This design comes from an exercise in tuning for small area, a short achievable clock period and few clock cycles per item on the open sky130 flow, not from production work.
In this exercise RTL edits were held to simulation tests only and were not proved equivalent to the original.
No activity file was given, so power comes from the tool's default toggle rates.

## flow/run.sh

```bash
#!/bin/bash
# synth_recipe.tcl (not shown) runs the flow's synth.tcl, then flattens the netlist and writes it again
# the make line also repeats each setting of config.mk as NAME=value (left out here)
make -C /OpenROAD-flow-scripts/flow DESIGN_CONFIG=/design/flow/config.mk WORK_HOME=/design/flow/orfs CLKGATE_MAP_FILE= SYNTH_SCRIPT=/design/flow/synth_recipe.tcl finish
```

## flow/config.mk

```make
export PLATFORM = sky130hd
export DESIGN_NAME = alu
export DESIGN_NICKNAME = alu
export VERILOG_FILES = /design/flow/design.v
export SDC_FILE = /design/flow/constraint.sdc
export NUM_CORES = 4
export LEC_CHECK = 0
export CAP_MARGIN = 20
export CORE_MARGIN = 2
export CORE_UTILIZATION = 40
export SLEW_MARGIN = 20
```

## flow/constraint.sdc

```tcl
create_clock -name core_clock -period 10.0 [get_ports {clk}]
set_input_delay 2.0000 -clock core_clock [delete_from_list [all_inputs] [get_ports {clk}]]
set_output_delay 2.0000 -clock core_clock [all_outputs]
set_load 0.01 [all_outputs]
```

## flow/design.v

```verilog
module alu #(
  parameter int WIDTH = 32
) (
  input  logic             clk,
  input  logic             rst_b,
  input  logic [3:0]       opcode,
  input  logic [WIDTH-1:0] ibus,
  output logic [WIDTH-1:0] obus,
  output logic             fin
);
  localparam logic [3:0] OP_ADD = 4'b0011;
  localparam logic [3:0] OP_SUB = 4'b0100;
  localparam logic [3:0] OP_SHR = 4'b0101;
  localparam logic [3:0] OP_SHL = 4'b0110;
  localparam logic [3:0] OP_AND = 4'b0111;
  localparam logic [3:0] OP_OR  = 4'b1000;
  localparam logic [3:0] OP_NEG = 4'b1001;
  localparam logic [3:0] OP_MUL = 4'b1010;
  localparam logic [3:0] OP_DIV = 4'b1011;
  localparam logic [2:0] S_IDLE  = 3'd0;
  localparam logic [2:0] S_LOADY = 3'd1;
  localparam logic [2:0] S_EXEC  = 3'd2;
  localparam logic [2:0] S_MSTEP = 3'd3;
  localparam logic [2:0] S_SU1   = 3'd4;
  localparam logic [2:0] S_SU2   = 3'd5;
  localparam logic [2:0] S_DSTEP = 3'd6;
  localparam logic [2:0] S_OUT   = 3'd7;
  function automatic logic [5:0] lzc32(input logic [31:0] v);
    logic [15:0] z1, c1;
    logic [7:0]  z2;
    logic [15:0] c2;
    logic [3:0]  z3;
    logic [11:0] c3;
    logic [1:0]  z4;
    logic [7:0]  c4;
    logic        z5;
    logic [4:0]  c5;
    for (int i = 0; i < 16; i++) begin
      z1[i] = ~(v[2*i+1] | v[2*i]);
      c1[i] = ~v[2*i+1];
    end
    for (int i = 0; i < 8; i++) begin
      z2[i] = z1[2*i+1] & z1[2*i];
      c2[2*i +: 2] = z1[2*i+1] ? {1'b1, c1[2*i]} : {1'b0, c1[2*i+1]};
    end
    for (int i = 0; i < 4; i++) begin
      z3[i] = z2[2*i+1] & z2[2*i];
      c3[3*i +: 3] = z2[2*i+1] ? {1'b1, c2[2*(2*i) +: 2]} : {1'b0, c2[2*(2*i+1) +: 2]};
    end
    for (int i = 0; i < 2; i++) begin
      z4[i] = z3[2*i+1] & z3[2*i];
      c4[4*i +: 4] = z3[2*i+1] ? {1'b1, c3[3*(2*i) +: 3]} : {1'b0, c3[3*(2*i+1) +: 3]};
    end
    z5 = z4[1] & z4[0];
    c5 = z4[1] ? {1'b1, c4[3:0]} : {1'b0, c4[7:4]};
    lzc32 = z5 ? 6'd32 : {1'b0, c5};
  endfunction
  logic [2:0]  r_state;
  logic [3:0]  r_op;
  logic [31:0] r_x;      
  logic [33:0] r_y;      
  logic [31:0] r_acc;    
  logic        r_qm1;
  logic [6:0]  r_cnt;
  logic        r_sx, r_sy, r_yz, r_w1;
  logic        w_op_valid;
  logic [31:0] w_alu;
  logic [31:0] w_sum;
  logic [35:0] w_mul;
  logic [31:0] w_mul_lo;
  logic [34:0] w_dt;
  logic        w_dq;
  logic [6:0]  w_k;
  logic [31:0] w_cn_in;
  logic        w_cn_neg;
  logic [31:0] w_cn;
  assign w_op_valid = (opcode == OP_ADD) || (opcode == OP_SUB) || (opcode == OP_SHR) ||
                      (opcode == OP_SHL) || (opcode == OP_AND) || (opcode == OP_OR)  ||
                      (opcode == OP_NEG) || (opcode == OP_MUL) || (opcode == OP_DIV);
  always_comb begin
    logic [31:0] a, b;
    logic        ci;
    a  = (r_op == OP_NEG) ? 32'd0 : r_x;
    b  = (r_op == OP_ADD) ? r_y[31:0] : (r_op == OP_SUB) ? ~r_y[31:0] : ~r_x;
    ci = (r_op != OP_ADD);
    w_sum = a + b + {31'd0, ci};
    case (r_op)
      OP_SHR:  w_alu = $signed(r_x) >>> r_y[4:0];
      OP_SHL:  w_alu = r_x << r_y[4:0];
      OP_AND:  w_alu = r_x & r_y[31:0];
      OP_OR:   w_alu = r_x | r_y[31:0];
      default: w_alu = w_sum;
    endcase
  end
  always_comb begin
    logic [2:0]  b0, b1;
    logic        one0, two0, neg0, one1, two1, neg1;
    logic [35:0] ys, m0, m1, p0, p1, a, s, c;
    b0 = {r_x[1:0], r_qm1};
    b1 = r_x[3:1];
    one0 = b0[1] ^ b0[0];
    two0 = (b0 == 3'b011) || (b0 == 3'b100);
    neg0 = b0[2] & ~(b0[1] & b0[0]);
    one1 = b1[1] ^ b1[0];
    two1 = (b1 == 3'b011) || (b1 == 3'b100);
    neg1 = b1[2] & ~(b1[1] & b1[0]);
    ys = {{2{r_y[33]}}, r_y};
    m0 = ({36{one0}} & ys) | ({36{two0}} & {ys[34:0], 1'b0});
    m1 = ({36{one1}} & ys) | ({36{two1}} & {ys[34:0], 1'b0});
    p0 = m0 ^ {36{neg0}};
    p1 = {m1[33:0] ^ {34{neg1}}, neg1, neg1};
    a  = {{4{r_acc[31]}}, r_acc};
    s  = a ^ p0 ^ p1;
    c  = {(a[34:0] & p0[34:0]) | (a[34:0] & p1[34:0]) | (p0[34:0] & p1[34:0]), neg1};
    w_mul = s + c + {35'd0, neg0};
    w_mul_lo = {w_mul[3:0], r_x[31:4]};
  end
  assign w_dt = {3'b000, r_acc} + (r_sy ? {r_y[33], r_y} : ~{r_y[33], r_y}) + {34'd0, ~r_sy};
  assign w_dq = ~w_dt[34];
  assign w_k = 7'(lzc32(r_y[31:0] ^ {32{r_sy}})) - 7'(lzc32(r_acc));
  assign w_cn_in  = r_w1 ? r_acc : r_x;
  assign w_cn_neg = (r_op == OP_DIV) & (r_w1 ? r_sx : (r_sx ^ r_sy));
  assign w_cn     = (w_cn_in ^ {32{w_cn_neg}}) + {31'd0, w_cn_neg};
  always_ff @(posedge clk) begin
    if (rst_b) begin
      r_state <= S_IDLE;
      obus    <= '0;
      fin     <= 1'b0;
    end else begin
      obus <= '0;
      fin  <= 1'b0;
      case (r_state)
        S_IDLE: begin
          if (w_op_valid) begin
            r_op    <= opcode;
            r_x     <= ibus;
            r_state <= S_LOADY;
          end
        end
        S_LOADY: begin
          r_y   <= {{2{ibus[31]}}, ibus};
          r_sy  <= ibus[31];
          r_yz  <= (ibus == 32'd0);
          r_sx  <= r_x[31];
          r_acc <= (r_op == OP_DIV) ? (r_x[31] ? -r_x : r_x) : 32'd0;
          r_qm1 <= 1'b0;
          r_cnt <= '0;
          r_w1  <= 1'b0;
          if (r_op == OP_MUL)      r_state <= S_MSTEP;
          else if (r_op == OP_DIV) r_state <= S_SU1;
          else                     r_state <= S_EXEC;
        end
        S_EXEC: begin
          obus    <= w_alu;
          fin     <= 1'b1;
          r_state <= S_IDLE;
        end
        S_MSTEP: begin
          r_acc <= w_mul[35:4];
          r_x   <= w_mul_lo;
          r_qm1 <= r_x[3];
          r_cnt <= r_cnt + 7'd1;
          if (r_cnt == 7'd7) begin
            obus    <= w_mul_lo;
            fin     <= 1'b1;
            r_w1    <= 1'b1;
            r_state <= S_OUT;
          end
        end
        S_SU1: begin
          r_cnt   <= w_k;
          r_x     <= '0;
          r_state <= S_SU2;
        end
        S_SU2: begin
          r_y <= r_y << r_cnt[5:0];
          if (r_cnt[6] || r_yz) r_state <= S_OUT;
          else                  r_state <= S_DSTEP;
        end
        S_DSTEP: begin
          if (w_dq) r_acc <= w_dt[31:0];
          r_x   <= {r_x[30:0], w_dq};
          r_y   <= {r_y[33], r_y[33:1]};
          r_cnt <= r_cnt - 7'd1;
          if (r_cnt == 7'd0) r_state <= S_OUT;
        end
        S_OUT: begin
          obus <= (r_yz && !r_w1) ? 32'hFFFF_FFFF : w_cn;
          fin  <= 1'b1;
          r_w1 <= 1'b1;
          if (r_w1) r_state <= S_IDLE;
        end
        default: r_state <= S_IDLE;
      endcase
    end
  end
endmodule
```

==> results.txt <==
## power groups by stage
stage / logic, mW / clock network [mW] / registers, mW
after floorplan: 3.18 / 0 / 0.842
after CTS: 4.27 / 0.695 / 0.940
final: 4.41 / 0.689 / 0.950
after global placement: 4.20 / 0 / 0.952
after detailed placement: 4.24 / 0 / 0.953
after global routing: 4.75 / 0.713 / 0.950
## per-layer routing
layer | up-vias | share of wire, % | track usage [%] | wire, um
met5 | - | 0.011 | 0 | 13
met4 | 2 | 6.2 | 20.7 | 7050
met3 | 333 | 12 | 8.64 | 13600
met2 | 1765 | 42 | 50.7 | 47300
met1 | 12700 | 40 | 47.4 | 45300
li1 | 11400 | - | - | -
## cells in the final DEF (no fill, tap or decap), drive strengths merged, types with 75 or more instances in the layout
cell and n:
mux2i 115, a22oi 115, ha 116, nand2 269, inv 84, buf 94, xnor2 198, a21oi 297
nor2 235, edfxtp 114, o21ai 247, a21o 116, mux4 75
## stage by stage
stage          hold slack (ns)  util (%)  cells  setup WS, ns  total power, mW
4_1_cts                  0.600      43.6   3790          3.57             5.90
6_report                 0.606      43.7   3794          3.70             6.05
5_1_grt                  0.636      43.7   3792          3.46             6.41
2_1_floorplan            0.424         -   3109          4.11             4.02
3_5_place_dp             0.582      42.6   3758          3.62             5.19
3_3_place_gp             0.580      42.6   3758          3.69             5.15
## tightest hold or removal path: stages, from the launching register on
cell	delay [ns]
edfxtp_1	0.35
a22oi_1	0.08
o21ai_0	0.07
## registers in the layout, indices dropped and copies added, names as in the netlist
name / count
r_y: 34
obus: 32
r_acc: 32
r_x: 32
r_cnt: 7
r_op: 4
r_state: 3
fin: 1
r_qm1: 1
r_sx: 1
r_sy: 1
r_w1: 1
r_yz: 1
## how the worst min path moves through the flow
| stage | from | end | slack, ns | cells past startpoint |
|---|---|---|---|---|
| final | r_y[7]$_DFFE_PP_ | r_y[6]$_DFFE_PP_ | 0.61 | 2 |
| after global routing | r_y[9]$_DFFE_PP_ | r_y[8]$_DFFE_PP_ | 0.64 | 2 |
| after CTS | r_y[9]$_DFFE_PP_ | r_y[8]$_DFFE_PP_ | 0.60 | 2 |
| after detailed placement | r_y[9]$_DFFE_PP_ | r_y[8]$_DFFE_PP_ | 0.58 | 2 |
| after global placement | r_y[9]$_DFFE_PP_ | r_y[8]$_DFFE_PP_ | 0.58 | 2 |
| after floorplan | r_x[31]$_DFFE_PP_ | r_sx$_DFFE_PP_ | 0.42 | 0 |
## Yosys cell counts, types with 24 or more instances
library cell  instances  area, um2
a211oi_1             57        428
a21o_1              116        871
a21oi_1             296       1480
a221oi_1             37        324
a22oi_1             115        863
a31oi_1              31        194
buf_1                33        124
clkbuf_1            247        927
dfxtp_1              36        721
edfxtp_1            114       3420
fa_1                 41        821
ha_1                116       1450
inv_1                74        278
mux2i_1             114       1140
mux4_2               75       1690
nand2_1             269       1010
nand2b_1             35        219
nand3_1              44        220
nor2_1              234        878
nor2b_1              45        282
nor3_1               61        305
nor4_1               24        150
o21ai_0             241       1210
o221ai_1             42        368
o22ai_1              24        150
xnor2_1             198       1730
xor2_1               70        613
## cell type report
type                            instances  area (um2)  area share [%]
Timing Repair Buffer                  164        1450            5.49
Clock buffer                           17         425            1.62
Sequential cell                       150        4140            15.7
Tap cell                              782         978            3.72
Multi-Input combinational cell       2584       18900            71.7
Antenna cell                            2        5.00          0.0190
Inverter                               80         300            1.14
Clock inverter                         15         161           0.613
## cells by family after synthesis
logic type                 Yosys count
muxes                              201
and+or+nand+nor                    834
AOI/OAI and AO/OA                 1124
adders and majority gates          157
DFF                                150
xor gates and xnor gates           268
buffers and inverters              375
==> results_dict.tcl <==
set metrics [dict create \
    first_pass_iters 6 \
    cpMostUsedCell "buf_4" \
    placementRows 90 \
    fillCellCount 5954 \
    ant_nets 0 \
    min_period_over_period_pct 63.0 \
    numCtsBuffers 17 \
    yosys_warnings 1 \
    grt_remaining_overflow 0 \
    htreeDepth 4 \
    cts_resized 0 \
    worstSetupPathType "reg2reg" \
    antenna_found_initial 2 \
    end_kind "flop" \
    relSlewSlack_pct 21.4 \
    powerDensity_nw_per_um2 230 \
    start_util_pct 40.4 \
    synth_compound_area_share_pct 29.9 \
    r2r_slack_ns 3.70 \
    clkTransAtPathRegs_ns 0.08 \
    synthSimpleGateAreaFrac_pct 16.1 \
    finalSetupTns_ns 0 \
    drt_iter0_drc 3801 \
    crit_path_max_fanout 33 \
    dpl.hpwl_um 81200 \
    place_congestion 0.984 \
    num_vias 26300 \
    root_buffer "clkbuf_16" \
    pin_count 71 \
    wl_per_cell_um 29.8 \
    slew_violations 0 \
    ys_seq_area_share_pct 17.0 \
    viasPerCell 6.92 \
    cts_setup_buffers 0 \
    drive_gt1_share_pct 8.64 \
    ir_drop_uv 139 \
    r2r_start "r_op[1]$_DFFE_PP_" \
    critPathBufInv 3 \
    clk_latency_ns 0.51 \
    synth_nets 3304 \
    synth_seq_cells 150 \
    p_leak_nw 9.80 \
    timing.critical_path.from "r_op[1]$_DFFE_PP_" \
    grt_max_degree 73 \
    clock_power_share_pct 11.4 \
    clockBufferDepth 2 \
    gr-usage-all-layers_pct 35.1 \
    core_area_um2 60200 \
    worstPathCellList "nand2_1, or3_1, buf_4, inv_1, buf_4, a211oi_1, a21o_1, ha_1, nand4_1, a2111oi_0, nor3_1, o31ai_2, a41oi_1, o31ai_1, a221oi_1, nor2b_1, mux2i_1, o32ai_1" \
    seqPwrFrac_pct 15.7 \
    post-route-min-period_ns 6.30 \
    p_switching_mw 3.22 \
    crit_cells 18 \
    rr_worst_depth 18 \
    synth_cells 3109 \
    rsz0062_at_grt "no" \
    clkSinkCount 150 \
    synth_top_family_by_area "compound AO/OA/AOI/OAI gates" \
    setup_viol 0 \
    drc 0 \
    finalWirelength_um 113000 \
    internal_power_mw 2.84 \
    cts_hold_repair.buffers 0 \
    portBuffers 70 \
    die_w_um 251 \
    fp.dieH_um 251 \
    fp.dieArea_um2 62900 \
    cp-start-kind "flop" \
    nNetsFinal 3192 \
    tightest_slew_ns 1.18 \
    grt_pass1_vias 24300 \
    ys_types 86 \
    cp_data_required_time_ns 10.34 \
    regToRegEndpoint "obus[31]$_SDFF_PP0_" \
    placed_area_um2 25700 \
    clock.fmax_mhz 159 \
    max_stage_delay_ns 0.80 \
    fin_worst_skew_ns 0.0208 \
    crit_arrival_ns 6.64 \
    hold_class "reg2reg" \
    async_flop_share_pct 0 \
    grt_pass1_wl_um 164000 \
    power_frac_comb_pct 72.9 \
    synth_fa_ha_area_share_pct 9.33 \
    cts_tree "yes" \
    area_growth_pct 8.13 \
    crit_slowest_cell "o31ai_2" \
    hold_viol_final 0 \
    switching_share_pct 53.1 \
    synthFlopType "edfxtp_1" \
    crit_end "obus[31]$_SDFF_PP0_" \
    crit_family "compound AO/OA/AOI/OAI gates" \
    synthXorXnorAreaFrac_pct 9.64 \
    drv_cap 0 \
    design_area_um2 26300 \
    netlist_area_um2 24400 \
    synthMuxAreaShare_pct 12.2 \
    syn_area_per_cell_um2 7.83 \
    outcome "no timing/DRC/antenna violations" \
    synth_edf_count 114 \
]
Testbench counts, summed over its fixed seeds: cycles 18,153, ops 3,200.

[port drivers added, routing unchanged]
How much do the figures lean on ideal ports? The routed layout below was timed once more, with nothing changed but the port constraints.
Step 1: set_driving_cell puts a clkbuf_16 on clk and a buf_2 on each other input, an assumption about the parent block.
Step 2 also shifts input and output timing later by t, the mid clock arrival at the registers, as if the neighbouring blocks saw the same clock.
a / b / c = no drivers / after step 1 / after step 2; a / b = the first two.
t (ns): 0.557
slack for setup (ns): 3.699 / 3.699 / 3.699
latest minus earliest clock arrival (ns): 0.021 / 0.021
worst register clock-pin slew, ns: 0.08 / 0.08
worst slew at a driven data input, ns: 0.04
After both steps this run still meets setup and hold. The setup slack of this run moves by 0.000 ns with the drivers and by 0.000 ns with both steps.
